Context: an optimization exercise on an open-source flow, tuned for small area, a short achievable clock period and few clock cycles per item. The choices shown serve that exercise and are no tape-out recipe. At most, simulation tests tie the RTL to the original design; equivalence was not proved. For run 1, only the layout was checked, not whether the RTL still works. Power figures rest on the tool's default switching activity, not on a simulated workload.

**design.v**
```verilog
module sig_accumulator #(
   parameter int               DATA_W      = 1459,
   parameter int               SIG_W       = 32,
   parameter int               NUM_SAMPLES = 256,
   parameter logic [SIG_W-1:0] SEED        = '0,
   localparam int              CHUNKS      = (DATA_W + SIG_W - 1) / SIG_W,
   localparam int              CNT_W       = $clog2(NUM_SAMPLES + 1)
) (
   input  logic                 clk,
   input  logic                 rst_n,
   input  logic                 start,
   input  logic                 in_valid,
   input  logic [DATA_W-1:0]    in_data,
   output logic                 in_ready,
   output logic [SIG_W-1:0]     sig,
   output logic                 sig_valid,
   output logic                 busy,
   output logic [CNT_W-1:0]     sample_cnt
);
   localparam int HOLD_W = CHUNKS * SIG_W;
   localparam int NPART  = 2;                               
   localparam int PART_C = (CHUNKS + NPART - 1) / NPART;    
   localparam logic [CNT_W-1:0] CNT_LAST = CNT_W'(NUM_SAMPLES - 1);
   logic              busy_q, rdy_q, valid_q, take_q, last_q;
   logic [CNT_W-1:0]  cnt_q;
   logic [SIG_W-1:0]  acc_q;      
   logic [SIG_W-1:0]  sig_q;      
   logic [HOLD_W-1:0] pad;
   logic [SIG_W-1:0]  part_d [NPART];
   logic [SIG_W-1:0]  part_q [NPART];
   logic [SIG_W-1:0]  folded;
   logic              xfer, xfer_last;
   assign pad = HOLD_W'(in_data);
   always_comb begin
      for (int p = 0; p < NPART; p++) begin
         for (int j = 0; j < SIG_W; j++) begin
            logic [PART_C-1:0] terms;
            terms = '0;
            for (int i = 0; i < PART_C; i++) begin
               if (p * PART_C + i < CHUNKS)
                  terms[i] = pad[(p * PART_C + i) * SIG_W
                                 + (j - (CHUNKS - 1 - (p * PART_C + i)) % SIG_W + SIG_W) % SIG_W];
            end
            part_d[p][j] = ^terms;
         end
      end
   end
   always_ff @(posedge clk) begin
      for (int p = 0; p < NPART; p++)
         part_q[p] <= part_d[p];
   end
   always_comb begin
      for (int j = 0; j < SIG_W; j++) begin
         logic b;
         b = acc_q[(j - CHUNKS % SIG_W + SIG_W) % SIG_W];
         for (int p = 0; p < NPART; p++)
            b = b ^ part_q[p][j];
         folded[j] = b;
      end
   end
   assign xfer      = rdy_q && in_valid;
   assign xfer_last = xfer && (cnt_q == CNT_LAST);
   always_ff @(posedge clk) begin
      if (!rst_n) begin
         busy_q  <= 1'b0;
         rdy_q   <= 1'b0;
         valid_q <= 1'b0;
         take_q  <= 1'b0;
         last_q  <= 1'b0;
      end else begin
         take_q <= xfer;
         last_q <= xfer_last;
         if (!busy_q) begin
            if (start) begin
               busy_q  <= 1'b1;
               rdy_q   <= 1'b1;
               valid_q <= 1'b0;
            end
         end else begin
            if (xfer_last) rdy_q <= 1'b0;
            if (last_q) begin
               busy_q  <= 1'b0;
               valid_q <= 1'b1;
            end
         end
      end
   end
   always_ff @(posedge clk) begin
      if (!busy_q) begin
         acc_q <= SEED;
         if (start) cnt_q <= '0;
      end else begin
         if (xfer) cnt_q <= cnt_q + 1'b1;
         if (take_q) acc_q <= folded;
      end
      if (last_q) sig_q <= folded;
   end
   assign in_ready   = rdy_q;
   assign busy       = busy_q;
   assign sig_valid  = valid_q;
   assign sig        = sig_q;
   assign sample_cnt = cnt_q;
endmodule
```
**standard.sh**
```bash
#!/bin/bash
# synth_recipe.tcl (not shown) runs the flow's synth.tcl, then flattens the netlist and writes it again
# the make line also repeats each setting of config.mk as NAME=value (left out here)
make -C /OpenROAD-flow-scripts/flow DESIGN_CONFIG=/design/flow/config.mk WORK_HOME=/design/flow/orfs CLKGATE_MAP_FILE= SYNTH_SCRIPT=/design/flow/synth_recipe.tcl "${@:-finish}"
```
**constraint.sdc**
```tcl
create_clock -name core_clock -period 5.0 [get_ports {clk}]
set_input_delay 1.0000 -clock core_clock [delete_from_list [all_inputs] [get_ports {clk}]]
set_output_delay 1.0000 -clock core_clock [all_outputs]
set_load 0.01 [all_outputs]
```
**flow/run.sh**
```bash
#!/bin/bash
# The standard layout (standard.sh), with two placement settings:
#  - port buffers are sky130_fd_sc_hd__buf_1 (the default pick is a delay cell);
#  - the in_data pins that feed one signature bit, and that bit's sig pin, are placed as one
#    group on the die's edge, so each bit's XOR tree sits next to its pins.
# ORFS writes each step's full log under orfs/logs; make's own output goes to run.log here.
set -euo pipefail
cd "$(dirname "$0")/.."

DW=1459; SW=32; CH=$(( (DW + SW - 1) / SW ))
groups=""
for ((j = 0; j < SW; j++)); do
  g=""
  for ((c = 0; c < CH; c++)); do
    k=$(( ((j - (CH - 1 - c)) % SW + SW) % SW ))
    b=$(( c * SW + k ))
    if (( b < DW )); then g+="in_data[$b] "; fi
  done
  g+="sig[$j]"
  groups+=" -group_pins {$g}"
done

export BUFFER_PORTS_ARGS="-buffer_cell sky130_fd_sc_hd__buf_1"
export PLACE_PINS_ARGS="${groups# }"

bash standard.sh > run.log 2>&1
```
**config.mk**
```make
export PLATFORM = sky130hd
export DESIGN_NAME = sig_accumulator
export DESIGN_NICKNAME = sig_accumulator
export VERILOG_FILES = /design/flow/design.v
export SDC_FILE = /design/flow/constraint.sdc
export NUM_CORES = 4
export LEC_CHECK = 0
export CAP_MARGIN = 20
export CORE_AREA = 5 5 515 515
export CTS_CLUSTER_DIAMETER = 50
export CTS_CLUSTER_SIZE = 10
export DIE_AREA = 0 0 520 520
export SETUP_SLACK_MARGIN = 3.0
export SLEW_MARGIN = 20
```
==> results of run 1 <==
-- worst register-to-register path, cell delays in order, from the launching register on --
cell and delay [ns]:
dfxtp_1 0.32, xnor2_1 0.68, xnor2_1 0.33, mux2i_1 0.21
nor2b_1 0.06
-- power breakdown --
group | switching (mW) | total [mW] | internal (mW) | leakage [nW]
Combinational | 1.94 | 4.55 | 2.61 | 6.37
Sequential | 0.144 | 1.75 | 1.61 | 1.22
Clock | 0.822 | 1.48 | 0.654 | 0.267
-- cell type report --
cell class	instances	area [um2]	area share
Sequential cell	142	3270	0.117
Clock buffer	17	425	0.0152
Multi-Input combinational cell	1498	13900	0.495
Tap cell	3402	4260	0.152
Timing Repair Buffer	1523	6060	0.216
Antenna cell	6	15.0	0.000536
Inverter	1	3.75	0.000134
Clock inverter	15	129	0.00460
-- layer usage --
metal,GRT usage,vias to the layer above
met5,0,-
li1,-,8216
met2,0.0796,717
met1,0.0447,6490
met4,0.0126,0
met3,0.0171,35
-- final timing paths --
path	to	depth (start not counted)	from
max reg2reg	acc_q[12]	4	part_q[0][12]
max	sample_cnt[8]	1	cnt_q[8]
min	acc_q[30]	2	acc_q[30]
min reg2reg	acc_q[30]	2	acc_q[30]
-- state kept, by name, indices dropped and copies added (netlist names) --
register / count
rdy_q: 1
part_q: 64
sig_q: 32
last_q: 1
valid_q: 1
cnt_q: 9
acc_q: 32
busy_q: 1
take_q: 1
-- cells by family after synthesis --
logic type               Yosys count
multiplexers                      32
adder cells (fa/ha/maj)            2
buffers and inverters             10
XOR/XNOR                        1399
AO/OA/AOI/OAI                      8
flip-flops                       142
AND/OR/NAND/NOR                   57
-- cells in the mapped netlist --
cell type,count
nor2_1,1
a21boi_0,3
clkbuf_1,6
xnor3_1,64
ha_1,2
mux2i_1,32
o21ai_0,3
xnor2_1,1155
a22oi_1,1
nand2_1,4
nand3_1,6
edfxtp_1,41
and3_1,2
nand2b_1,1
dfxtp_1,101
and2_1,6
or3_1,2
inv_1,1
xor2_1,180
nor2b_1,35
a21oi_1,1
buf_2,3
-- through the flow --
step	cell area, um2	std cells	setup WS (ns)	utilization	hold WS, ns
floorplan	17200	1650	3.06	-	0.504
global placement	27100	6552	2.82	0.104	0.492
detailed placement	27100	6552	2.81	0.104	0.503
CTS	28000	6595	2.72	0.108	0.539
global route	28000	6599	2.74	0.108	0.553
finish	28000	6604	2.83	0.108	0.537
-- timing repair --
action                     4_1_cts  5_1_grt
buffers inserted                11        3
setup endpoints to repair       44       44
pin swaps                        0        0
gates resized for setup         89       12
==> summary.txt, run 1 <==
Yosys
  • Adder-cell share of the synthesized area: 0.00146
  • Main area contributors after synthesis: xnor2_1 59%, dfxtp_1 12%, xor2_1 9.2%, xnor3_1 8.4%, edfxtp_1 7.2%
  • Mapped Cells: 1650
  • Yosys reg bits: 142
  • Syn nets: 3115
  • Register area share after synthesis: 0.190
  • XOR/XNOR Fraction of Synth Area: 0.765
  • Post-synthesis simple-gate area fraction: 0.0196
  • Distinct cells, synth: 22
  • Synth Area in Compound Gates: 0.00292
  • Synth Cell Area: 0.0172 mm2
  • Synth Warn #: 3
  • Yosys top cell area share: 0.590
  • Synth area leader: xnor2_1
  • Largest family of logic cells by synthesized area: XOR/XNOR gates
  • Post-synthesis mux area share: 0.0187
  • Mean post-synth cell area: 10.4 um2

Critical path
  • CP endpoint kind: output port
  • Crit-path cells: buf_8
  • Slowest CP cell: edfxtp_1
  • Worst stage delay on the critical path: 0.43 ns
  • Crit-path leading delay family: flip-flops
  • CP arrival: 1.17 ns
  • R2R Setup Slk: 3.29 ns
  • CP Max Fanout: 2
  • CP Data Required Time: 4.00 ns
  • Setup crit start kind: flip-flop
  • Crit Path Category: flip-flop to output port
  • Crit path buf inv count: 1

STA
  • RSZ-0062 raised after global routing: true
  • Min Clock Period, post-route: 2.17 ns
  • Setup TNS: 0 ns
  • Final setup fails: 0
  • Slew @ Worst Pin: 0.996 ns
  • Max-slew headroom: 0.331
  • Final setup skew: 0.0200 ns
  • Tcrit/Tclk final: 0.433
  • Achievable Freq: 0.462 GHz
  • Max-slew violation total from the final report: 0
  • Endpoints failing hold: 0

Floorplanning
  • Die ar.: 0.270 mm2
  • Die Ht: 520 um
  • Core ar.: 0.259 mm2
  • # IOs: 1507
  • Starting Density: 0.0662
  • Die width: 520 um
  • Row cnt: 187

Clock network
  • Reg clk slew, reported paths: 0.08 ns
  • Bufs on Longest Clock Path: 2
  • Cts hold-fix bufs: 0
  • H-tree levels: 4
  • Num CTS Buffers: 17
  • Clk sinks: 142
  • Skew-Pair Late Insertion Delay: 0.54 ns
  • CTS tree: yes
  • Clk root buf: clkbuf_16

Layout
  • Fillers: 30100
  • Fraction of layout cells with a size suffix above 1: 0.0300
  • Most frequent cells in the layout: 1462 x buf_1, 1155 x xnor2_1, 180 x xor2_1
  • Layout Area Growth over Synthesis: 63.3%
  • Fin nets: 4648
  • Most common cell after layout, fill and taps aside: buf_1

Power and ir drop
  • PwrDens: 277 mW/mm2
  • Final Power: 7.77 mW
  • Pleak: 7.85 nW
  • VDD IR max: 0.298 mV

Outcome
  • Status: no timing/DRC/antenna violations

Global route
  • GRT overflow: 0
  • Global-route wire length before repair: 86200 um
  • Vias in the first global route: 15900
  • Total GRT Usage: 0.0431
  • Pin count of the biggest net entering global routing: 35
  • Antenna violations before repair: 6

Routing
  • Met2 routed WL: 32600 um
  • Met3 wire len: 6710 um
  • Vias per cell: 2.34
  • DR top layer: met4
  • Wire length per cell: 9.38 um
  • WL final: 61900 um
  • Post-route DRC: 0
  • M1 WL: 21900 um
  • Final ANT Viol Nets: 0
  • Via count: 15500
  • Iter 0 DRT Violations: 191
  • DRT Pass-1 Iters: 4

Job
  • Max_cap viols: 0

Place
  • PortBufs: 1506
  • Final RePlAce weighted congestion: 0.711
  • Post-DP HPWL: 52500 um

Min path
  • Hold crit path type: flip-flop to flip-flop
==> run 2: changes to the inputs <==
--- a/design.v
+++ b/design.v
@@ -18,13 +18,12 @@
    output logic [CNT_W-1:0]     sample_cnt
 );
    localparam int HOLD_W = CHUNKS * SIG_W;
-   localparam int NPART  = 2;                               
+   localparam int NPART  = 1;                               
    localparam int PART_C = (CHUNKS + NPART - 1) / NPART;    
    localparam logic [CNT_W-1:0] CNT_LAST = CNT_W'(NUM_SAMPLES - 1);
-   logic              busy_q, rdy_q, valid_q, take_q, last_q;
+   logic              busy_q, rdy_q, valid_q, first_q, take_q, last_q;
    logic [CNT_W-1:0]  cnt_q;
-   logic [SIG_W-1:0]  acc_q;      
-   logic [SIG_W-1:0]  sig_q;      
+   logic [SIG_W-1:0]  sig_q;
    logic [HOLD_W-1:0] pad;
    logic [SIG_W-1:0]  part_d [NPART];
    logic [SIG_W-1:0]  part_q [NPART];
@@ -52,7 +51,7 @@
    always_comb begin
       for (int j = 0; j < SIG_W; j++) begin
          logic b;
-         b = acc_q[(j - CHUNKS % SIG_W + SIG_W) % SIG_W];
+         b = first_q ? SEED[j] : sig_q[(j - CHUNKS % SIG_W + SIG_W) % SIG_W];
          for (int p = 0; p < NPART; p++)
             b = b ^ part_q[p][j];
          folded[j] = b;
@@ -87,13 +86,15 @@
    end
    always_ff @(posedge clk) begin
       if (!busy_q) begin
-         acc_q <= SEED;
+         first_q <= 1'b1;
          if (start) cnt_q <= '0;
       end else begin
          if (xfer) cnt_q <= cnt_q + 1'b1;
-         if (take_q) acc_q <= folded;
+         if (take_q) begin
+            first_q <= 1'b0;
+            sig_q   <= folded;
+         end
       end
-      if (last_q) sig_q <= folded;
    end
    assign in_ready   = rdy_q;
    assign busy       = busy_q;
--- a/flow/run.sh
+++ b/flow/run.sh
@@ -17,10 +17,8 @@
     if (( b < DW )); then g+="in_data[$b] "; fi
   done
   g+="sig[$j]"
-  groups+=" -group_pins {$g}"
 done
 
 export BUFFER_PORTS_ARGS="-buffer_cell sky130_fd_sc_hd__buf_1"
-export PLACE_PINS_ARGS="${groups# }"
 
 bash standard.sh > run.log 2>&1
--- a/config.mk
+++ b/config.mk
@@ -6,9 +6,9 @@
 export NUM_CORES = 4
 export LEC_CHECK = 0
 export CAP_MARGIN = 20
-export CORE_AREA = 5 5 515 515
+export CORE_AREA = 5 5 415 415
 export CTS_CLUSTER_DIAMETER = 50
 export CTS_CLUSTER_SIZE = 10
-export DIE_AREA = 0 0 520 520
+export DIE_AREA = 0 0 420 420
 export SETUP_SLACK_MARGIN = 3.0
 export SLEW_MARGIN = 20
==> run 2 against run 1 <==
Effect of this change: still clean; critical path depth rose by 5; clock power fell by about 40%; area after synthesis down 11%; register-to-register slack got worse by 0.17 ns; via count increased by 13%; utilization grew 5.9 points; design area barely moved; fmax about the same; global-route usage rose by 11 points; routed wire length increased by 130%; total power shrank 1.8%; critical path type is now input port to flip-flop.
==> summary.txt, run 2 <==
Routing
  • Vias per cell: 3.24 (+38%)
  • DRT Pass-1 Iters: 5 (+1)
  • WL final: 142000 um (+130%)
  • Wire length per cell: 26.2 um (+180%)
  • Via count: 17500 (+13%)
  • Final ANT Viol Nets: 0 (unchanged)
  • Iter 0 DRT Violations: 1000 (+420%)
  • Post-route DRC: 0 (unchanged)

Power and ir drop
  • Sequential power share: 0.144 (-0.081)
  • Switching part of the total power: 0.411 (+0.0371)
  • Gate power share: 0.740 (+0.155)
  • Pleak: 8.86 nW (+13%)
  • PwrDens: 272 mW/mm2 (-1.8%)
  • Switching power: 3.13 mW (+7.9%)
  • Clk pwr share: 0.116 (-0.074)
  • Final Power: 7.63 mW (-1.8%)
  • Pint: 4.49 mW (-7.7%)
  • VDD IR max: 0.150 mV (-50%)

Clock network
  • H-tree levels: 3 (-1)
  • Reg clk slew, reported paths: 0.09 ns (about the same)
  • Bufs on Longest Clock Path: 2 (unchanged)
  • Clk sinks: 79 (-44%)
  • CTS tree: yes
  • Skew-Pair Late Insertion Delay: 0.43 ns (-0.11 ns)
  • Cts hold-fix bufs: 0 (unchanged)
  • Num CTS Buffers: 9 (-8)
  • Clk root buf: clkbuf_16

Critical path
  • CP Max Fanout: 1 (-1)
  • Crit Path Category: input port to flip-flop
  • CP arrival: 2.47 ns (+1.30 ns)
  • CP Data Required Time: 5.30 ns (+1.30 ns)
  • Cell mode on critical path: xnor2_4
  • Setup crit start kind: input port
  • Worst setup startpoint: in_data[310]
  • Crit-path cells: buf_1 -> xnor2_4 -> xnor2_1 -> xnor2_4 -> xnor2_2 -> xnor3_1
  • Worst stage delay on the critical path: 0.35 ns (-0.08 ns)
  • CP endpoint kind: flip-flop
  • Slowest CP cell: xnor2_4
  • RR Startpoint: cnt_q[1]

Yosys
  • Register area share after synthesis: 0.130 (-0.0597)
  • Synth Cell Area: 0.0153 mm2 (-11%)
  • Synth Warn #: 3 (unchanged)
  • Yosys reg bits: 79 (-44%)
  • Yosys top cell area share: 0.681 (+0.0920)
  • Synth area leader: xnor2_1
  • Syn nets: 3049 (-2.1%)
  • Asr flop ratio synth: 0 (unchanged)
  • Main synth FF type: edfxtp_1
  • Mapped Cells: 1584 (-4.0%)
  • Most frequent cell after synthesis: xnor2_1
  • Post-synth EDFFs: 41 (unchanged)
  • Main area contributors after synthesis: xnor2_1 68%, xor2_1 12%, edfxtp_1 8.0%, dfxtp_1 5.0%, xnor3_1 4.7%
  • Mean post-synth cell area: 9.68 um2 (-6.9%)
  • Distinct cells, synth: 19 (-14%)
  • Top post-synthesis cells by count: 1193 x xnor2_1, 208 x xor2_1, 41 x edfxtp_1

Global route
  • Vias in the first global route: 17800 (+12%)
  • Global-route wire length before repair: 168000 um (+95%)
  • Pin count of the biggest net entering global routing: 33 (-5.7%)
  • Antenna violations before repair: 155 (+149)
  • GRT overflow: 0 (unchanged)
  • Total GRT Usage: 0.150 (+0.106)

Job
  • Max_cap viols: 0 (unchanged)

Floorplanning
  • Die ar.: 0.176 mm2 (-35%)
  • Starting Density: 0.0917 (+0.0255)
  • Die Ht: 420 um (-19%)
  • # IOs: 1507 (unchanged)
  • Core ar.: 0.167 mm2 (-35%)
  • Row cnt: 150 (-20%)
  • Die width: 420 um (-19%)

Place
  • Post-Place Setup Slack: 1.36 ns (-1.44 ns)
  • Final RePlAce weighted congestion: 0.942 (+32%)
  • Post-DP HPWL: 131000 um (+150%)
  • PortBufs: 1506 (unchanged)
  • Placed insts: 5297 (-19%)

STA
  • Endpoints failing hold: 0 (unchanged)
  • Setup TNS: 0 ns (unchanged)
  • Final setup fails: 0 (unchanged)
  • Hold WS: 0.441 ns (-0.0955 ns)
  • Min Clock Period, post-route: 2.17 ns (+0.00157 ns)
  • Final setup skew: 0.0219 ns (+0.00187 ns)
  • Slew @ Worst Pin: 0.852 ns (-0.143 ns)
  • Max-slew violation total from the final report: 0 (unchanged)
  • Final setup margin: 2.83 ns (-0.00157 ns)
  • Max-slew headroom: 0.432 (+0.100)
  • Tcrit/Tclk final: 0.434 (about the same)
  • RSZ-0062 raised after global routing: true
  • Achievable Freq: 0.461 GHz (about the same)

Layout
  • Most frequent cells in the layout: 1376 x buf_1, 963 x xnor2_1, 173 x xor2_1, 173 x xnor2_2, 62 x buf_6
  • Fin cells: 5408 (-18%)
  • Most common cell after layout, fill and taps aside: buf_1
  • Fraction of layout cells with a size suffix above 1: 0.147 (+0.117)
  • Regs by FF count: part_q: 32 flops, sig_q: 32 flops, cnt_q: 9 flops
  • Fin nets: 4609 (-0.84%)
  • Layout Area Growth over Synthesis: 82.6%

Min path
  • Hold crit path type: flip-flop to flip-flop
  • Hold Crit Start: last_q

Outcome
  • Status: no timing/DRC/antenna violations
run 2: area by class of cell:
type                       instances  area, um2
inverter                           2       10.0
multi-input combinational       1499      16100
sequential                        79       2000
fill                           18900     139000
antenna                           55        138
clock inverter                     7       87.6
clock buffer                       9        225
tap                             2204       2760
timing repair buffer            1553       6720
run 2: path summary, 6_finish.rpt:
kind / cells past startpoint / end / slack (ns)
worst max-delay path: 6 / part_q[0][26] / 2.83
worst min-delay path: 1 / busy_q / 0.44
worst max register to register: 10 / rdy_q / 3.12
worst min register to register: 1 / busy_q / 0.44
run 2: cells by family after synthesis:
family / Yosys count / share of synthesized area
AND/OR/NAND/NOR: 59 / 0.0179
buffers and inverters: 6 / 0.00147
XOR/XNOR: 1433 / 0.847
AO/OA/AOI/OAI: 5 / 0.00179
adder cells (fa/ha/maj): 2 / 0.00163
flip-flops: 79 / 0.130
run 2: worst max-delay path: cells and delay by family:
kind	cells	cell delay [ns]
buffers and inverters	1	0.15
xor gates and xnor gates	5	1.31
run 2: per-stage QoR:
stage | instance area [um2] | util
6_report | 28000 | 0.167
5_1_grt | 27900 | 0.167
4_1_cts | 26300 | 0.157
3_5_place_dp | 23800 | 0.142
3_3_place_gp | 23800 | 0.142
2_1_floorplan | 15300 | -
run 2: what timing repair did:
| item | CTS | global route |
|---|---|---|
| pin swaps | 116 | 186 |
| buffers inserted | 30 | 10 |
| endpoints found under the setup margin | 107 | 72 |
| resized for setup | 343 | 298 |
run 2: per-layer routing:
layer | track usage | vias up | part of all wire
met4 | 0.0606 | 78 | 0.044
met1 | 0.167 | 8102 | 0.37
met3 | 0.0717 | 272 | 0.11
li1 | - | 8005 | -
met2 | 0.244 | 1059 | 0.46
met5 | 0.00278 | - | 0.0036
run 2: power groups by stage:
stage	sequential (mW)	combinational, mW	clock (mW)
4_1_cts	1.14	5.53	0.980
2_1_floorplan	1.01	3.38	0
3_3_place_gp	1.16	4.98	0
6_report	1.10	5.65	0.884
3_5_place_dp	1.16	5.05	0
5_1_grt	1.13	6.06	0.977
Testbench counts of run 2, summed over its fixed seeds: cycles 6,200, items 6,144.
==> run 3: changes to the inputs <==
--- a/flow/run.sh
+++ b/flow/run.sh
@@ -17,8 +17,10 @@
     if (( b < DW )); then g+="in_data[$b] "; fi
   done
   g+="sig[$j]"
+  groups+=" -group_pins {$g}"
 done
 
 export BUFFER_PORTS_ARGS="-buffer_cell sky130_fd_sc_hd__buf_1"
+export PLACE_PINS_ARGS="${groups# }"
 
 bash standard.sh > run.log 2>&1
--- a/config.mk
+++ b/config.mk
@@ -6,9 +6,9 @@
 export NUM_CORES = 4
 export LEC_CHECK = 0
 export CAP_MARGIN = 20
-export CORE_AREA = 5 5 415 415
+export CORE_AREA = 5 5 515 515
 export CTS_CLUSTER_DIAMETER = 50
 export CTS_CLUSTER_SIZE = 10
-export DIE_AREA = 0 0 420 420
+export DIE_AREA = 0 0 520 520
 export SETUP_SLACK_MARGIN = 3.0
 export SLEW_MARGIN = 20
==> run 3 against run 2 <==
Effect of this change: still clean; first-iteration DRC count shrank 87%; die area grew 53%; routed wire length shrank 58%; critical path depth shrank 5; sequential power is essentially flat; clock skew grew 0.0041 ns; critical path type is now flip-flop to output port; largest power group unchanged.
==> summary.txt, run 3 <==
Outcome
  • Status: no timing/DRC/antenna violations

Routing
  • Via count: 15000 (-14%)
  • DRT Pass-1 Iters: 4 (-1)
  • Final ANT Viol Nets: 0 (unchanged)
  • Wire length per cell: 9.14 um (-65%)
  • WL final: 60000 um (-58%)
  • Vias per cell: 2.29 (-29%)
  • Post-route DRC: 0 (unchanged)
  • Iter 0 DRT Violations: 129 (-87%)

STA
  • RSZ-0062 raised after global routing: true
  • Tcrit/Tclk final: 0.417 (-0.0171)
  • Achievable Freq: 0.480 GHz (+4.1%)
  • Setup TNS: 0 ns (unchanged)
  • Min Clock Period, post-route: 2.08 ns (-0.0854 ns)
  • Final setup skew: 0.0260 ns (+0.00412 ns)
  • Slew @ Worst Pin: 0.745 ns (-0.107 ns)
  • Max-slew headroom: 0.503 (+0.0716)
  • Endpoints failing hold: 0 (unchanged)
  • Max-slew violation total from the final report: 0 (unchanged)
  • Final setup fails: 0 (unchanged)
  • Hold WS: 0.449 ns (+0.00742 ns)

Place
  • Final RePlAce weighted congestion: 0.707 (-25%)
  • Placed insts: 6493 (+23%)
  • Post-DP HPWL: 53400 um (-59%)
  • PortBufs: 1506 (unchanged)

Critical path
  • Worst stage delay on the critical path: 0.46 ns (+0.11 ns)
  • R2R Setup Slk: 3.17 ns (+0.05 ns)
  • Slowest CP cell: edfxtp_1
  • Worst r2r path cells: 9 (-1)
  • Crit Path Category: flip-flop to output port
  • Critical Path End: sig[16]
  • CP arrival: 1.08 ns (-1.39 ns)
  • CP Max Fanout: 2 (+1)
  • RR Startpoint: cnt_q[5]
  • Crit-path leading delay family: flip-flops
  • Stages on worst setup path: 1 (-5)
  • CP Data Required Time: 4.00 ns (-1.30 ns)
  • Setup crit start kind: flip-flop
  • CP endpoint kind: output port
  • Worst setup startpoint: sig_q[16]
  • Crit path buf inv count: 1 (unchanged)
  • Crit-path cells: buf_6
  • Reg2reg end: rdy_q

Floorplanning
  • Die Ht: 520 um (+24%)
  • Starting Density: 0.0591 (-0.0325)
  • Row cnt: 187 (+25%)
  • Die width: 520 um (+24%)
  • Die ar.: 0.270 mm2 (+53%)
  • Core ar.: 0.259 mm2 (+55%)
  • # IOs: 1507 (unchanged)

Yosys
  • Post-synth EDFFs: 41 (unchanged)
  • Yosys reg bits: 79 (unchanged)
  • Post-synthesis simple-gate area fraction: 0.0179 (unchanged)
  • Mean post-synth cell area: 9.68 um2 (unchanged)
  • Most frequent cell after synthesis: xnor2_1
  • Adder-cell share of the synthesized area: 0.00163 (unchanged)
  • Syn nets: 3049 (unchanged)
  • Mapped Cells: 1584 (unchanged)
  • Synth Area in Compound Gates: 0.00180 (unchanged)
  • Post-synthesis mux area share: 0 (unchanged)
  • Yosys top cell area share: 0.681 (unchanged)
  • Distinct cells, synth: 19 (unchanged)
  • Synth area leader: xnor2_1
  • Main synth FF type: edfxtp_1
  • Largest family of logic cells by synthesized area: XOR/XNOR gates
  • Main area contributors after synthesis: xnor2_1 68%, xor2_1 12%, edfxtp_1 8.0%, dfxtp_1 5.0%, xnor3_1 4.7%
  • Synth Cell Area: 0.0153 mm2 (unchanged)
  • Top post-synthesis cells by count: 1193 x xnor2_1, 208 x xor2_1, 41 x edfxtp_1
  • XOR/XNOR Fraction of Synth Area: 0.847 (unchanged)
  • Register area share after synthesis: 0.130 (unchanged)
  • Synth Warn #: 3 (unchanged)
  • Asr flop ratio synth: 0 (unchanged)

Clock network
  • CTS tree: yes
  • Skew-Pair Late Insertion Delay: 0.44 ns (about the same)
  • Bufs on Longest Clock Path: 2 (unchanged)
  • Num CTS Buffers: 9 (unchanged)
  • Reg clk slew, reported paths: 0.09 ns (about the same)
  • Clk root buf: clkbuf_16
  • Clk sinks: 79 (unchanged)
  • H-tree levels: 3 (unchanged)

Global route
  • Vias in the first global route: 15600 (-13%)
  • Pin count of the biggest net entering global routing: 23 (-30%)
  • Total GRT Usage: 0.0411 (-0.108)
  • Global-route wire length before repair: 82400 um (-51%)
  • Antenna violations before repair: 13 (-92%)
  • GRT overflow: 0 (unchanged)

Power and ir drop
  • Pleak: 7.06 nW (-20%)
  • Final Power: 6.20 mW (-19%)
  • VDD IR max: 0.203 mV (+35%)
  • PwrDens: 236 mW/mm2 (-13%)

Min path
  • Hold crit path type: flip-flop to flip-flop

Layout
  • Fin nets: 4616 (+0.15%)
  • Fraction of layout cells with a size suffix above 1: 0.0387 (-0.108)
  • Fillers: 30200 (+60%)
  • Regs by FF count: part_q: 32 flops, sig_q: 32 flops, cnt_q: 9 flops
  • Most frequent cells in the layout: 1463 x buf_1, 1192 x xnor2_1, 208 x xor2_1
  • Layout Area Growth over Synthesis: 71.0%
  • Most common cell after layout, fill and taps aside: buf_1
  • Fin cells: 6561 (+21%)

Job
  • Max_cap viols: 0 (unchanged)
-- run 3: timing repair --
action / CTS / global route
buffers inserted: 36 / 13
hold buffers: 0 / 0
gates resized for setup: 99 / 17
endpoints found under the setup margin: 87 / 45
pin swaps: 0 / 1
-- run 3: power by group --
group	total, mW	internal, mW	switching [mW]	leakage [nW]
registers	1.11	0.930	0.183	0.699
clock network	0.814	0.343	0.471	0.129
logic	4.27	2.72	1.55	6.23
-- run 3: logic make-up (layout without fill, tap and decap cells) --
kind of cell	count (synthesis)	in the layout
AOI/OAI and AO/OA	5	5
xor gates and xnor gates	1433	1433
adders and majority gates	2	2
buffers and inverters	6	1578
DFF	79	79
other	0	3
and+or+nand+nor	59	59
-- run 3: layout make-up --
type	count	area, um2	share of cell area
Multi-Input combinational cell	1499	13400	0.509
Timing Repair Buffer	1560	6310	0.241
Tap cell	3402	4260	0.162
Sequential cell	79	2000	0.0763
Clock buffer	10	229	0.00874
Clock inverter	6	46.3	0.00177
Inverter	2	12.5	0.000477
Antenna cell	3	7.51	0.000286
-- run 3: worst min-delay path by stage --
stage            from      end  slack, ns  cells past startpoint
3_3_place_gp   last_q   busy_q       0.43                      1
2_1_floorplan  take_q  first_q       0.40                      1
4_1_cts        last_q   busy_q       0.45                      1
6_report       last_q   busy_q       0.45                      1
3_5_place_dp   last_q   busy_q       0.44                      1
5_1_grt        last_q   busy_q       0.46                      1
-- run 3: metrics by stage --
stage / worst slack (ns) / cell area, um2 / util
after floorplan: 2.91 / 15300 / -
after global placement: 1.78 / 25300 / 0.0974
after detailed placement: 2.59 / 25300 / 0.0975
after CTS: 2.69 / 26100 / 0.101
after global routing: 2.79 / 26200 / 0.101
final: 2.92 / 26200 / 0.101
-- run 3: per-layer routing --
layer  global-route usage  routed length, um  part of all wire  up-vias
li1                     -                  -                 -     7982
met1               0.0400              19700              0.33     6268
met2               0.0846              34300              0.57      722
met3              0.00927               5040             0.084       33
met4               0.0122                858             0.014        0
met5                    0                  0                 0        -
==> run 4: changes to the inputs <==
--- a/design.v
+++ b/design.v
@@ -21,9 +21,10 @@
    localparam int NPART  = 1;                               
    localparam int PART_C = (CHUNKS + NPART - 1) / NPART;    
    localparam logic [CNT_W-1:0] CNT_LAST = CNT_W'(NUM_SAMPLES - 1);
-   logic              busy_q, rdy_q, valid_q, first_q, take_q, last_q;
+   logic              busy_q, rdy_q, valid_q, first_q, take_q, last_q, done_q;
    logic [CNT_W-1:0]  cnt_q;
-   logic [SIG_W-1:0]  sig_q;
+   logic [SIG_W-1:0]  acc_q;      
+   logic [SIG_W-1:0]  sig_q;      
    logic [HOLD_W-1:0] pad;
    logic [SIG_W-1:0]  part_d [NPART];
    logic [SIG_W-1:0]  part_q [NPART];
@@ -51,7 +52,7 @@
    always_comb begin
       for (int j = 0; j < SIG_W; j++) begin
          logic b;
-         b = first_q ? SEED[j] : sig_q[(j - CHUNKS % SIG_W + SIG_W) % SIG_W];
+         b = first_q ? SEED[j] : acc_q[(j - CHUNKS % SIG_W + SIG_W) % SIG_W];
          for (int p = 0; p < NPART; p++)
             b = b ^ part_q[p][j];
          folded[j] = b;
@@ -69,6 +70,7 @@
       end else begin
          take_q <= xfer;
          last_q <= xfer_last;
+         done_q <= last_q;
          if (!busy_q) begin
             if (start) begin
                busy_q  <= 1'b1;
@@ -77,7 +79,7 @@
             end
          end else begin
             if (xfer_last) rdy_q <= 1'b0;
-            if (last_q) begin
+            if (done_q) begin
                busy_q  <= 1'b0;
                valid_q <= 1'b1;
             end
@@ -87,14 +89,13 @@
    always_ff @(posedge clk) begin
       if (!busy_q) begin
          first_q <= 1'b1;
-         if (start) cnt_q <= '0;
-      end else begin
-         if (xfer) cnt_q <= cnt_q + 1'b1;
-         if (take_q) begin
-            first_q <= 1'b0;
-            sig_q   <= folded;
-         end
+      end else if (take_q) begin
+         first_q <= 1'b0;
+         acc_q   <= folded;
       end
+      if (!busy_q && start) cnt_q <= '0;
+      else                  cnt_q <= cnt_q + CNT_W'(xfer);
+      sig_q <= acc_q;
    end
    assign in_ready   = rdy_q;
    assign busy       = busy_q;
--- a/flow/run.sh
+++ b/flow/run.sh
@@ -21,6 +21,7 @@
 done
 
 export BUFFER_PORTS_ARGS="-buffer_cell sky130_fd_sc_hd__buf_1"
+export CTS_BUF_DISTANCE=100
 export PLACE_PINS_ARGS="${groups# }"
 
 bash standard.sh > run.log 2>&1
==> run 4 against run 3 <==
Effect of this change: still clean; global-route usage fell by 0.34 points; fmax decreased by 2.4%; critical path depth unchanged; sequential power grew 17%; die area unchanged; sequential share of layout area grew 2.2 points; synthesized cell count grew 2.5%; count of clock-buffer cells in the layout grew 6; routed wire length down 6.0%; non-clock buffer count is 38 lower; total power up 7.9%; clock power rose by 46%; critical path type unchanged.
==> summary.txt, run 4 <==
Power and ir drop
  • PwrDens: 250 mW/mm2 (+5.5%)
  • VDD IR max: 0.142 mV (-30%)
  • Final Power: 6.69 mW (+7.9%)
  • Pleak: 7.23 nW (+2.4%)

Yosys
  • Mapped Cells: 1623 (+2.5%)
  • Post-synth EDFFs: 33 (-20%)
  • Synth Cell Area: 0.0159 mm2 (+3.9%)
  • Main synth FF type: dfxtp_1
  • Main area contributors after synthesis: xnor2_1 65%, xor2_1 11%, dfxtp_1 9.9%, edfxtp_1 6.2%, xnor3_1 4.5%
  • Yosys reg bits: 112 (+42%)
  • Synth area leader: xnor2_1
  • Yosys top cell area share: 0.655 (-0.0266)
  • Top post-synthesis cells by count: 1191 x xnor2_1, 207 x xor2_1, 79 x dfxtp_1
  • Mean post-synth cell area: 9.81 um2 (+1.4%)
  • Asr flop ratio synth: 0 (unchanged)
  • Synth Warn #: 3 (unchanged)
  • Syn nets: 3088 (+1.3%)
  • Most frequent cell after synthesis: xnor2_1
  • Register area share after synthesis: 0.162 (+0.0316)
  • Distinct cells, synth: 26 (+7)

Place
  • Post-DP HPWL: 49700 um (-7.0%)
  • Final RePlAce weighted congestion: 0.707 (about the same)
  • PortBufs: 1506 (unchanged)

Clock network
  • Skew-Pair Late Insertion Delay: 0.59 ns (+0.15 ns)
  • Clk root buf: clkbuf_16
  • H-tree levels: 3 (unchanged)
  • Reg clk slew, reported paths: 0.12 ns (+0.03 ns)
  • Cts hold-fix bufs: 0 (unchanged)
  • Num CTS Buffers: 15 (+6)
  • Clk sinks: 112 (+42%)
  • Bufs on Longest Clock Path: 4 (+2)
  • CTS tree: yes

Floorplanning
  • Die Ht: 520 um (unchanged)
  • Core ar.: 0.259 mm2 (unchanged)
  • Row cnt: 187 (unchanged)
  • Starting Density: 0.0614 (+0.00230)
  • Die width: 520 um (unchanged)
  • Die ar.: 0.270 mm2 (unchanged)
  • # IOs: 1507 (unchanged)

Critical path
  • Crit path buf inv count: 1 (unchanged)
  • Crit Path Category: flip-flop to output port
  • CP endpoint kind: output port
  • Setup crit start kind: flip-flop
  • CP Max Fanout: 2 (unchanged)
  • Crit-path cells: buf_12
  • Crit-path leading delay family: flip-flops
  • Slowest CP cell: dfxtp_4
  • Reg2reg end: acc_q[24]
  • Worst stage delay on the critical path: 0.37 ns (-0.09 ns)
  • RR Startpoint: busy_q
  • CP arrival: 1.13 ns (+0.05 ns)
  • Stages on worst setup path: 1 (unchanged)
  • CP Data Required Time: 4.00 ns (about the same)
  • Worst r2r path cells: 3 (-6)
  • R2R Setup Slk: 3.26 ns (+0.09 ns)

STA
  • Achievable Freq: 0.469 GHz (-2.4%)
  • Max-slew violation total from the final report: 0 (unchanged)
  • Max-slew headroom: 0.530 (+0.0264)
  • Slew @ Worst Pin: 0.704 ns (-0.0411 ns)
  • Tcrit/Tclk final: 0.427 (+0.0102)
  • RSZ-0062 raised after global routing: true
  • Min Clock Period, post-route: 2.13 ns (+0.0508 ns)
  • Endpoints failing hold: 0 (unchanged)
  • Setup TNS: 0 ns (unchanged)
  • Final setup skew: 0.0349 ns (+0.00897 ns)
  • Final setup fails: 0 (unchanged)

Routing
  • Post-route DRC: 0 (unchanged)
  • Via count: 15100 (+0.73%)
  • DRT Pass-1 Iters: 4 (unchanged)
  • Final ANT Viol Nets: 0 (unchanged)
  • Wire length per cell: 8.59 um (-6.0%)
  • WL final: 56400 um (-6.0%)
  • Vias per cell: 2.30 (+0.63%)
  • Iter 0 DRT Violations: 166 (+29%)

Layout
  • Most common cell after layout, fill and taps aside: buf_1
  • Regs by FF count: acc_q: 32 flops, part_q: 32 flops, sig_q: 32 flops
  • Layout Area Growth over Synthesis: 68.3%
  • Fin nets: 4623 (+0.15%)
  • Most frequent cells in the layout: 1462 x buf_1, 1191 x xnor2_1, 207 x xor2_1
  • Fraction of layout cells with a size suffix above 1: 0.0386 (-0.0000489)

Global route
  • Antenna violations before repair: 6 (-7)
  • Global-route wire length before repair: 78300 um (-5.0%)
  • Total GRT Usage: 0.0377 (-0.00340)
  • Vias in the first global route: 15400 (-0.85%)
  • Pin count of the biggest net entering global routing: 26 (+13%)
  • GRT overflow: 0 (unchanged)

Min path
  • Worst Hold End: sig_q[11]
  • Hold path cells: 0 (-1)
  • Hold crit path type: flip-flop to flip-flop
  • Hold Crit Start: acc_q[11]

Job
  • Max_cap viols: 0 (unchanged)

Outcome
  • Status: no timing/DRC/antenna violations
==> run 4: cell types whose count changed in the layout (fill, tap and decap cells not counted), sizes merged, moves of 3 or more <==
cell	previous run	this run
dfxtp	38	79
buf	1551	1522
edfxtp	41	33
and2	10	3
and3	5	1
clkinv	4	0
inv	2	6
or3	0	4
a21oi	1	4
clkbuf	19	16
nor2	1	4
==> run 4: routing by layer <==
metal	vias to the layer above	global-route usage	part of all wire
met4	0	0.0110	0.018
met3	49	0.00794	0.084
li1	8033	-	-
met2	727	0.0770	0.56
met5	-	0	0
met1	6305	0.0375	0.34
==> run 4: power breakdown <==
group          switching, mW  internal, mW
sequential             0.113          1.18
clock                  0.555         0.634
combinational           1.50          2.71
==> run 4: repair_timing <==
item,4_1_cts,5_1_grt
gates cloned,0,0
gates resized for setup,132,10
buffers inserted,12,2
hold endpoints to repair,0,0
endpoints found under the setup margin,65,44
==> run 4: cell type report <==
type / count / area, um2
clock buffer: 16 / 400
multi-input combinational: 1503 / 13300
fill: 30200 / 232000
tap: 3402 / 4260
sequential: 112 / 2640
inverter: 4 / 20.0
clock inverter: 3 / 50.0
antenna: 5 / 12.5
timing repair buffer: 1522 / 6090
==> run 4: how the worst max path moves through the flow <==
stage,to,start,slack (ns)
after CTS,sample_cnt[8],cnt_q[8],2.78
after floorplan,part_q[0][19],in_data[831],2.91
after detailed placement,part_q[0][17],in_data[367],2.65
final,sample_cnt[7],cnt_q[7],2.87
after global routing,sample_cnt[7],cnt_q[7],2.79
after global placement,part_q[0][6],in_data[1380],2.68
==> run 4: logic make-up (layout without fill, tap and decap cells) <==
family,after synthesis,count (layout),synth area share
xor+xnor,1430,1430,0.814
flops,112,112,0.162
simple gates,59,59,0.0167
compound gates,12,12,0.00432
buf+inv,8,1545,0.00189
fa+ha+maj,2,2,0.00157
other cells,0,5,0
==> run 4: metrics by stage <==
step / area [um2] / util / std cells / hold WS [ns] / setup slack, ns
after floorplan: 15900 / - / 1623 / 0.348 / 2.91
after global placement: 25900 / 0.0998 / 6529 / 0.355 / 2.68
after detailed placement: 25900 / 0.0998 / 6529 / 0.353 / 2.65
after CTS: 26700 / 0.103 / 6560 / 0.357 / 2.78
after global routing: 26800 / 0.103 / 6564 / 0.369 / 2.79
final: 26800 / 0.103 / 6567 / 0.357 / 2.87
Testbench counts of run 4, summed over its fixed seeds: cycles 6,224, items 6,144.
==> run 5: changes to the inputs <==
--- a/flow/run.sh
+++ b/flow/run.sh
@@ -21,7 +21,7 @@
 done
 
 export BUFFER_PORTS_ARGS="-buffer_cell sky130_fd_sc_hd__buf_1"
-export CTS_BUF_DISTANCE=100
+export CTS_BUF_DISTANCE=150
 export PLACE_PINS_ARGS="${groups# }"
 
 bash standard.sh > run.log 2>&1
==> run 5 against run 4 <==
Effect of this change: fmax is 4.4% higher; total power down 1.1%; via count is 0.13% lower; sequential share of layout area about the same; design area fell by 0.28%; non-clock buffer count unchanged; die area unchanged; flip-flop and latch count stayed put; sequential power about the same; first-iteration DRC count rose by 1.8%; clock skew grew 0.0068 ns; global-route usage barely moved; critical endpoint unchanged; largest power group unchanged.
==> summary.txt, run 5 <==
Critical path
  • CP arrival: 1.04 ns (-0.09 ns)
  • Worst stage delay on the critical path: 0.37 ns (about the same)
  • Crit-path leading delay family: flip-flops
  • Crit Path Category: flip-flop to output port
  • Crit-path cells: buf_12
  • CP Data Required Time: 4.00 ns (about the same)
  • CP endpoint kind: output port
  • Worst r2r path cells: 3 (unchanged)
  • Stages on worst setup path: 1 (unchanged)
  • Crit path buf inv count: 1 (unchanged)
  • Slowest CP cell: dfxtp_4
  • Setup crit start kind: flip-flop
  • CP Max Fanout: 2 (unchanged)

STA
  • RSZ-0062 raised after global routing: true
  • Final setup skew: 0.0418 ns (+0.00684 ns)
  • Max-slew violation total from the final report: 0 (unchanged)
  • Tcrit/Tclk final: 0.409 (-0.0180)
  • Setup TNS: 0 ns (unchanged)
  • Achievable Freq: 0.489 GHz (+4.4%)
  • Final setup fails: 0 (unchanged)
  • Min Clock Period, post-route: 2.04 ns (-0.0899 ns)
  • Slew @ Worst Pin: 0.705 ns (+0.00140 ns)
  • Max-slew headroom: 0.529 (-0.000933)
  • Endpoints failing hold: 0 (unchanged)

Yosys
  • Synth Cell Area: 0.0159 mm2 (unchanged)
  • Mean post-synth cell area: 9.81 um2 (unchanged)
  • Post-synth EDFFs: 33 (unchanged)
  • Yosys top cell area share: 0.655 (unchanged)
  • Syn nets: 3088 (unchanged)
  • Main synth FF type: dfxtp_1
  • Main area contributors after synthesis: xnor2_1 65%, xor2_1 11%, dfxtp_1 9.9%, edfxtp_1 6.2%, xnor3_1 4.5%
  • Mapped Cells: 1623 (unchanged)
  • Top post-synthesis cells by count: 1191 x xnor2_1, 207 x xor2_1, 79 x dfxtp_1
  • Most frequent cell after synthesis: xnor2_1
  • Register area share after synthesis: 0.162 (unchanged)
  • Synth area leader: xnor2_1
  • Yosys reg bits: 112 (unchanged)
  • Asr flop ratio synth: 0 (unchanged)
  • Synth Warn #: 3 (unchanged)
  • Distinct cells, synth: 26 (unchanged)

Routing
  • Post-route DRC: 0 (unchanged)
  • Iter 0 DRT Violations: 169 (+1.8%)
  • Wire length per cell: 8.61 um (+0.19%)
  • Final ANT Viol Nets: 0 (unchanged)
  • WL final: 56500 um (+0.14%)
  • Vias per cell: 2.30 (about the same)
  • Via count: 15100 (-0.13%)
  • DRT Pass-1 Iters: 4 (unchanged)

Global route
  • Global-route wire length before repair: 78400 um (about the same)
  • GRT overflow: 0 (unchanged)
  • Total GRT Usage: 0.0376 (-0.000135)
  • Pin count of the biggest net entering global routing: 26 (unchanged)
  • Antenna violations before repair: 6 (unchanged)
  • Vias in the first global route: 15400 (-0.091%)

Layout
  • Layout Area Growth over Synthesis: 67.8%
  • Most common cell after layout, fill and taps aside: buf_1
  • Fin nets: 4621 (-0.043%)
  • Fin cells: 6564 (-0.046%)
  • Regs by FF count: acc_q: 32 flops, part_q: 32 flops, sig_q: 32 flops
  • Post-layout util: 0.103 (-0.000294)
  • Fraction of layout cells with a size suffix above 1: 0.0367 (-0.00188)
  • Most frequent cells in the layout: 1462 x buf_1, 1191 x xnor2_1, 207 x xor2_1

Floorplanning
  • Row cnt: 187 (unchanged)
  • Die Ht: 520 um (unchanged)
  • Core ar.: 0.259 mm2 (unchanged)
  • Die width: 520 um (unchanged)
  • Die ar.: 0.270 mm2 (unchanged)
  • # IOs: 1507 (unchanged)
  • Starting Density: 0.0614 (unchanged)

Place
  • Placed insts: 6529 (unchanged)
  • Post-DP HPWL: 49700 um (unchanged)
  • Final RePlAce weighted congestion: 0.707 (unchanged)
  • PortBufs: 1506 (unchanged)

Power and ir drop
  • Pleak: 7.20 nW (-0.43%)
  • PwrDens: 248 mW/mm2 (-0.78%)
  • VDD IR max: 0.142 mV (-0.18%)

Job
  • Max_cap viols: 0 (unchanged)

Min path
  • Hold crit path type: flip-flop to flip-flop
  • Hold path cells: 0 (unchanged)

Clock network
  • CTS tree: yes
  • Bufs on Longest Clock Path: 3 (-1)
  • Reg clk slew, reported paths: 0.12 ns (about the same)
  • Cts hold-fix bufs: 0 (unchanged)
  • H-tree levels: 3 (unchanged)
  • Num CTS Buffers: 13 (-2)
  • Clk root buf: clkbuf_16
  • Clk sinks: 112 (unchanged)
  • Skew-Pair Late Insertion Delay: 0.50 ns (-0.09 ns)

Outcome
  • Status: no timing/DRC/antenna violations
## run 5: cell count changes in the layout (fill, tap and decap cells not counted)
cell,change
dfxtp_1,+4
buf_2,+3
dfxtp_2,-4
clkbuf_16,-2
diode_2,-1
buf_6,-3
## run 5: worst register-to-register path: cells and delay by family, from the launching register on
family | cells | cell delay (ns)
buf+inv | 2 | 0.48
flops | 1 | 0.37
simple gates | 1 | 0.44
## run 5: where the power goes
part	leakage [nW]	internal [mW]	switching [mW]
registers	0.969	1.18	0.114
clock network	0.197	0.565	0.552
logic	6.03	2.71	1.50
## run 5: path summary, 6_finish.rpt
check | from | end | slack (ns)
min reg2reg | acc_q[11] | sig_q[11] | 0.36
min | acc_q[11] | sig_q[11] | 0.36
max | cnt_q[7] | sample_cnt[7] | 2.96
max reg2reg | busy_q | acc_q[24] | 3.25
## run 5: per-layer routing
metal | vias up | track usage | wire length (um)
met5 | - | 0 | 0
li1 | 8030 | - | -
met1 | 6295 | 0.0375 | 19200
met2 | 722 | 0.0770 | 31500
met4 | 0 | 0.0104 | 1130
met3 | 48 | 0.00765 | 4740
## run 5: layout make-up
| cell class | count | area [um2] |
|---|---|---|
| multi-input cells | 1503 | 13300 |
| fillers | 30200 | 233000 |
| inverters | 4 | 20.0 |
| diodes | 4 | 10.0 |
| well taps | 3402 | 4260 |
| repair buffers | 1522 | 6070 |
| flip-flops and latches | 112 | 2630 |
| clock buffers | 14 | 350 |
| clock inverters | 3 | 50.0 |
## run 5: kinds of logic after synthesis
family | synth area share
compound gates | 0.00432
xor+xnor | 0.814
fa+ha+maj | 0.00157
buf+inv | 0.00189
flops | 0.162
simple gates | 0.0167
## run 5: per-stage QoR
stage	setup slack (ns)	area [um2]	hold slack, ns	power, mW
2_1_floorplan	2.91	15900	0.348	4.64
3_3_place_gp	2.68	25900	0.355	5.53
3_5_place_dp	2.65	25900	0.353	5.57
4_1_cts	2.86	26700	0.357	6.89
5_1_grt	2.87	26700	0.369	7.20
6_report	2.96	26700	0.363	6.62
## run 5: timing repair
item / 4_1_cts / 5_1_grt
resized for setup: 128 / 7
setup buffers: 12 / 2
setup endpoints to repair: 66 / 33
cloned: 0 / 0
==> run 6: changes to the inputs <==
--- a/flow/run.sh
+++ b/flow/run.sh
@@ -21,7 +21,8 @@
 done
 
 export BUFFER_PORTS_ARGS="-buffer_cell sky130_fd_sc_hd__buf_1"
-export CTS_BUF_DISTANCE=150
-export PLACE_PINS_ARGS="${groups# }"
+# The clock pin is placed by flow/pre_io.tcl at the middle of the left edge.
+export PRE_IO_PLACEMENT_TCL="$PWD/flow/pre_io.tcl"
+export PLACE_PINS_ARGS="-min_distance 0.68 -exclude left:$(( 380 / 2 - 5 ))-$(( 380 / 2 + 5 ))${groups}"
 
 bash standard.sh > run.log 2>&1
==> flow/pre_io.tcl (new file) <==
# Place the clock pin first, at the middle of the left edge on a met3 track, and keep the
# other pins a few microns away from it: the clock net is routed with wider spacing than
# the signal pins are placed at.
set block [ord::get_db_block]
set die [$block getDieArea]
set dbu [$block getDefUnits]
set ymid [expr {($die yMax) / 2.0 / $dbu}]
set k [expr {int(($ymid - 0.34) / 0.68)}]
set y [expr {0.34 + 0.68 * $k}]
place_pin -pin_name clk -layer met3 -location [list 0 $y] -force_to_die_boundary
--- a/config.mk
+++ b/config.mk
@@ -6,9 +6,7 @@
 export NUM_CORES = 4
 export LEC_CHECK = 0
 export CAP_MARGIN = 20
-export CORE_AREA = 5 5 515 515
-export CTS_CLUSTER_DIAMETER = 50
-export CTS_CLUSTER_SIZE = 10
-export DIE_AREA = 0 0 520 520
+export CORE_AREA = 5 5 375 375
+export DIE_AREA = 0 0 380 380
 export SETUP_SLACK_MARGIN = 3.0
 export SLEW_MARGIN = 20
==> run 6 against run 5 <==
Effect of this change: the run now fails in I/O pin placement (3_2_place_iop); area after synthesis stayed put; synthesized cell count stayed put.
==> summary.txt, run 6 <==
Outcome
  • Status: did not finish
  • Tool error: Error: io_placement.tcl, 21 invalid bareword "yMax"
  • Failed at: I/O pin placement (3_2_place_iop)

Floorplanning
  • Die width: 380 um (-27%)
  • Die Ht: 380 um (-27%)
  • Row cnt: 135 (-28%)
  • Starting Density: 0.117 (+0.0558)

Yosys
  • Yosys reg bits: 112 (unchanged)
  • Main area contributors after synthesis: xnor2_1 65%, xor2_1 11%, dfxtp_1 9.9%, edfxtp_1 6.2%, xnor3_1 4.5%
  • Main synth FF type: dfxtp_1
  • Syn nets: 3088 (unchanged)
  • Post-synth EDFFs: 33 (unchanged)
  • Yosys top cell area share: 0.655 (unchanged)
  • Mapped Cells: 1623 (unchanged)
  • Register area share after synthesis: 0.162 (unchanged)
  • Mean post-synth cell area: 9.81 um2 (unchanged)
  • Distinct cells, synth: 26 (unchanged)
  • Asr flop ratio synth: 0 (unchanged)
  • Synth area leader: xnor2_1
  • Top post-synthesis cells by count: 1191 x xnor2_1, 207 x xor2_1, 79 x dfxtp_1
  • Synth Warn #: 3 (unchanged)
  • Most frequent cell after synthesis: xnor2_1
  • Synth Cell Area: 0.0159 mm2 (unchanged)
## run 6: cell counts after synthesis
Identical to the previous run, type by type.
## run 6: logic make-up after synthesis
| logic type | after synthesis | synth area share |
|---|---|---|
| adders and majority gates | 2 | 0.00157 |
| and+or+nand+nor | 59 | 0.0167 |
| DFF | 112 | 0.162 |
| AOI/OAI and AO/OA | 12 | 0.00432 |
| xor gates and xnor gates | 1430 | 0.814 |
| buffers and inverters | 8 | 0.00189 |
==> run 7: changes to the inputs <==
--- a/flow/pre_io.tcl
+++ b/flow/pre_io.tcl
@@ -4,7 +4,7 @@
 set block [ord::get_db_block]
 set die [$block getDieArea]
 set dbu [$block getDefUnits]
-set ymid [expr {($die yMax) / 2.0 / $dbu}]
+set ymid [expr {[$die yMax] / 2.0 / $dbu}]
 set k [expr {int(($ymid - 0.34) / 0.68)}]
 set y [expr {0.34 + 0.68 * $k}]
 place_pin -pin_name clk -layer met3 -location [list 0 $y] -force_to_die_boundary
==> run 7 against run 6 <==
Effect of this change: the run now finishes clean; synthesized cell count unchanged; area after synthesis unchanged.
==> summary.txt, run 7 <==
Outcome
  • Status: no timing/DRC/antenna violations

Layout
  • Layout Area Growth over Synthesis: 53.5%
  • Fin nets: 4613
  • Most frequent cells in the layout: 1462 x buf_1, 1191 x xnor2_1, 207 x xor2_1
  • Fraction of layout cells with a size suffix above 1: 0.0304
  • Most common cell after layout, fill and taps aside: buf_1
  • Post-layout util: 0.180
  • Seq. cell area: 0.00261 mm2
  • Fillers: 15300
  • Regs by FF count: acc_q: 32 flops, part_q: 32 flops, sig_q: 32 flops
  • Footprint of the multi-input gates: 0.0133 mm2

Floorplanning
  • Die Ht: 380 um (unchanged)
  • Core ar.: 0.136 mm2
  • Starting Density: 0.117 (unchanged)
  • # IOs: 1506
  • Row cnt: 135 (unchanged)
  • Die width: 380 um (unchanged)
  • Die ar.: 0.144 mm2

STA
  • Tcrit/Tclk final: 0.391
  • Slew @ Worst Pin: 0.804 ns
  • Max-slew violation total from the final report: 0
  • Hold WS: 0.355 ns
  • Final setup fails: 0
  • Setup TNS: 0 ns
  • Achievable Freq: 0.511 GHz
  • Endpoints failing hold: 0
  • Final setup skew: 0.0293 ns
  • Final setup margin: 3.04 ns
  • RSZ-0062 raised after global routing: true
  • Min Clock Period, post-route: 1.96 ns
  • Max-slew headroom: 0.464

Power and ir drop
  • Sequential power share: 0.200
  • Clk pwr share: 0.143
  • Pleak: 7.10 nW
  • Switching part of the total power: 0.336
  • Gate power share: 0.657
  • Switching power: 2.15 mW
  • VDD IR max: 0.154 mV
  • PwrDens: 262 mW/mm2
  • Pint: 4.25 mW
  • Final Power: 6.40 mW

Yosys
  • Asr flop ratio synth: 0 (unchanged)
  • Synth Warn #: 3 (unchanged)
  • Mean post-synth cell area: 9.81 um2 (unchanged)
  • Yosys reg bits: 112 (unchanged)
  • Register area share after synthesis: 0.162 (unchanged)
  • Top post-synthesis cells by count: 1191 x xnor2_1, 207 x xor2_1, 79 x dfxtp_1
  • Mapped Cells: 1623 (unchanged)
  • Synth area leader: xnor2_1
  • Yosys top cell area share: 0.655 (unchanged)
  • Syn nets: 3088 (unchanged)
  • Synth Cell Area: 0.0159 mm2 (unchanged)
  • Main synth FF type: dfxtp_1
  • Distinct cells, synth: 26 (unchanged)
  • Most frequent cell after synthesis: xnor2_1
  • Post-synth EDFFs: 33 (unchanged)
  • Main area contributors after synthesis: xnor2_1 65%, xor2_1 11%, dfxtp_1 9.9%, edfxtp_1 6.2%, xnor3_1 4.5%

Routing
  • Final ANT Viol Nets: 0
  • Wire length per cell: 11.0 um
  • DRT Pass-1 Iters: 4
  • Post-route DRC: 0
  • Vias per cell: 3.12
  • Iter 0 DRT Violations: 333
  • WL final: 54500 um
  • Via count: 15400

Critical path
  • Crit Path Category: flip-flop to output port
  • CP endpoint kind: output port
  • Crit-path cells: buf_12
  • CP Data Required Time: 4.00 ns
  • R2R Setup Slk: 3.26 ns
  • Slowest CP cell: dfxtp_4
  • Crit path buf inv count: 1
  • Reg2reg end: acc_q[28]
  • Setup crit start kind: flip-flop
  • RR Startpoint: first_q
  • Crit-path leading delay family: flip-flops
  • CP Max Fanout: 2
  • Worst r2r path cells: 4
  • Critical Path End: sample_cnt[4]
  • Stages on worst setup path: 1
  • Worst setup startpoint: cnt_q[4]
  • Worst stage delay on the critical path: 0.37 ns
  • CP arrival: 0.96 ns

Clock network
  • H-tree levels: 3
  • Bufs on Longest Clock Path: 2
  • Reg clk slew, reported paths: 0.13 ns
  • Clk root buf: clkbuf_16
  • CTS tree: yes
  • Skew-Pair Late Insertion Delay: 0.45 ns
  • Num CTS Buffers: 9
  • Cts hold-fix bufs: 0
  • Clk sinks: 112

Place
  • PortBufs: 1506
  • Post-Place Setup Slack: 2.66 ns
  • Final RePlAce weighted congestion: 0.924
  • Post-DP HPWL: 48100 um

Global route
  • GRT overflow: 0
  • Antenna violations before repair: 5
  • Pin count of the biggest net entering global routing: 33
  • Vias in the first global route: 16700
  • Total GRT Usage: 0.0711
  • Global-route wire length before repair: 82400 um

Job
  • Max_cap viols: 0

Min path
  • Hold crit path type: flip-flop to flip-flop
## run 7: per-layer routing
layer	wire (um)	global-route usage
met2	25900	0.122
met4	518	0.0133
met5	0	0
met1	21900	0.0844
met3	6240	0.0288
## run 7: through the flow
step / std cells / instance area (um2)
3_3_place_gp: 4907 / 23800
6_report: 4936 / 24400
5_1_grt: 4934 / 24400
4_1_cts: 4933 / 24400
2_1_floorplan: 1623 / 15900
3_5_place_dp: 4907 / 23800
## run 7: worst min path at each step
stage | startpoint | to | slack, ns | cells past startpoint
floorplan | acc_q[0] | sig_q[0] | 0.35 | 0
global route | acc_q[26] | sig_q[26] | 0.36 | 0
detailed placement | acc_q[9] | sig_q[9] | 0.36 | 0
global placement | acc_q[0] | sig_q[0] | 0.36 | 0
CTS | acc_q[26] | sig_q[26] | 0.35 | 0
finish | acc_q[26] | sig_q[26] | 0.35 | 0
## run 7: area by class of cell
type	count	share of cell area
antenna	2	0.000205
tap	1781	0.0912
inverter	4	0.000665
multi-input combinational	1503	0.546
clock buffer	9	0.00921
sequential	112	0.107
timing repair buffer	1518	0.242
clock inverter	7	0.00384
## run 7: what timing repair did
action | in CTS | in global routing
setup buffers | 10 | 1
setup endpoints to repair | 44 | 11
gates resized for setup | 95 | 7
cloned | 0 | 0
endpoints found under the hold margin | 0 | 0
## run 7: cell families after synthesis
family,after synthesis,synth area share
AOI/OAI and AO/OA,12,0.00432
xor gates and xnor gates,1430,0.814
adders and majority gates,2,0.00157
buffers and inverters,8,0.00189
DFF,112,0.162
and+or+nand+nor,59,0.0167
## run 7: power by group through the flow
stage	Combinational (mW)	Clock [mW]	Sequential, mW
floorplan	3.38	0	1.26
global placement	4.16	0	1.31
detailed placement	4.22	0	1.30
CTS	4.28	1.04	1.28
global route	4.60	1.04	1.29
finish	4.20	0.919	1.28
==> run 8: changes to the inputs <==
--- a/flow/run.sh
+++ b/flow/run.sh
@@ -23,6 +23,6 @@
 export BUFFER_PORTS_ARGS="-buffer_cell sky130_fd_sc_hd__buf_1"
 # The clock pin is placed by flow/pre_io.tcl at the middle of the left edge.
 export PRE_IO_PLACEMENT_TCL="$PWD/flow/pre_io.tcl"
-export PLACE_PINS_ARGS="-min_distance 0.68 -exclude left:$(( 380 / 2 - 5 ))-$(( 380 / 2 + 5 ))${groups}"
+export PLACE_PINS_ARGS="-min_distance 0.68 -exclude left:$(( 340 / 2 - 5 ))-$(( 340 / 2 + 5 ))${groups}"
 
 bash standard.sh > run.log 2>&1
--- a/flow/pre_io.tcl
+++ b/flow/pre_io.tcl
@@ -4,7 +4,7 @@
 set block [ord::get_db_block]
 set die [$block getDieArea]
 set dbu [$block getDefUnits]
-set ymid [expr {[$die yMax] / 2.0 / $dbu}]
+set ymid [expr {($die yMax) / 2.0 / $dbu}]
 set k [expr {int(($ymid - 0.34) / 0.68)}]
 set y [expr {0.34 + 0.68 * $k}]
 place_pin -pin_name clk -layer met3 -location [list 0 $y] -force_to_die_boundary
--- a/config.mk
+++ b/config.mk
@@ -6,7 +6,7 @@
 export NUM_CORES = 4
 export LEC_CHECK = 0
 export CAP_MARGIN = 20
-export CORE_AREA = 5 5 375 375
-export DIE_AREA = 0 0 380 380
+export CORE_AREA = 5 5 335 335
+export DIE_AREA = 0 0 340 340
 export SETUP_SLACK_MARGIN = 3.0
 export SLEW_MARGIN = 20
==> run 8 against run 7 <==
Effect of this change: area after synthesis did not move; synthesized cell count did not move; the flow now stops in I/O pin placement (3_2_place_iop).
==> summary.txt, run 8 <==
Yosys
  • Main synth FF type: dfxtp_1
  • Post-synthesis mux area share: 0 (unchanged)
  • Mapped Cells: 1623 (unchanged)
  • Yosys top cell area share: 0.655 (unchanged)
  • Mean post-synth cell area: 9.81 um2 (unchanged)
  • Syn nets: 3088 (unchanged)
  • Most frequent cell after synthesis: xnor2_1
  • Synth Area in Compound Gates: 0.00432 (unchanged)
  • Top post-synthesis cells by count: 1191 x xnor2_1, 207 x xor2_1, 79 x dfxtp_1
  • Yosys reg bits: 112 (unchanged)
  • Post-synth EDFFs: 33 (unchanged)
  • Synth Warn #: 3 (unchanged)
  • Adder-cell share of the synthesized area: 0.00157 (unchanged)
  • Asr flop ratio synth: 0 (unchanged)
  • Synth Cell Area: 0.0159 mm2 (unchanged)
  • Largest family of logic cells by synthesized area: XOR/XNOR gates
  • Main area contributors after synthesis: xnor2_1 65%, xor2_1 11%, dfxtp_1 9.9%, edfxtp_1 6.2%, xnor3_1 4.5%
  • XOR/XNOR Fraction of Synth Area: 0.814 (unchanged)
  • Distinct cells, synth: 26 (unchanged)
  • Register area share after synthesis: 0.162 (unchanged)
  • Synth area leader: xnor2_1
  • Post-synthesis simple-gate area fraction: 0.0167 (unchanged)

Outcome
  • Status: did not finish
  • Tool error: Error: io_placement.tcl, 21 invalid bareword "yMax"
  • Failed at: I/O pin placement (3_2_place_iop)

Floorplanning
  • Die Ht: 340 um (-11%)
  • Row cnt: 121 (-10%)
  • Starting Density: 0.147 (+0.0294)
  • Die width: 340 um (-11%)
-- run 8: kinds of logic after synthesis --
logic type / count (synthesis)
compound gates: 12
xor+xnor: 1430
fa+ha+maj: 2
buf+inv: 8
flops: 112
simple gates: 59

## what the ideal ports hide
No port has a modelled driver above. Below, the same layouts with a new extraction and two added sets of constraints. Step 1, drivers: a clkbuf_16 drives clk and a buf_2 each remaining input, both assumed. Step 2, shift: input delay + t, output delay - t, t = (earliest + latest rising clock arrival at the registers) / 2. This alone moves slack from input paths to output paths. Slacks: no drivers / after step 1 / after step 2; pairs: no drivers / after step 1.
run	t, ns	slack for setup (ns)	worst hold slack (ns)	latest minus earliest clock arrival (ns)	worst data-port slew with drivers (ns)
run 1	0.594	2.833 / 2.762 / 2.797	0.537 / 0.537 / 0.537	0.028 / 0.028	0.35
run 2	0.477	2.832 / 2.811 / 2.335	0.441 / 0.441 / 0.441	0.027 / 0.027	0.42
run 3	0.492	2.917 / 2.849 / 2.641	0.449 / 0.449 / 0.449	0.029 / 0.029	0.12
run 4	0.645	2.866 / 2.797 / 2.514	0.357 / 0.357 / 0.357	0.037 / 0.037	0.42
run 5	0.556	2.956 / 2.884 / 2.515	0.363 / 0.363 / 0.363	0.044 / 0.045	0.42
run 7	0.485	3.044 / 2.997 / 2.605	0.355 / 0.355 / 0.355	0.033 / 0.033	0.07
After both steps setup and hold are still met in every run listed. The setup slack of run 2, which loses most, moves by -0.021 ns with the drivers and by -0.497 ns with both steps.
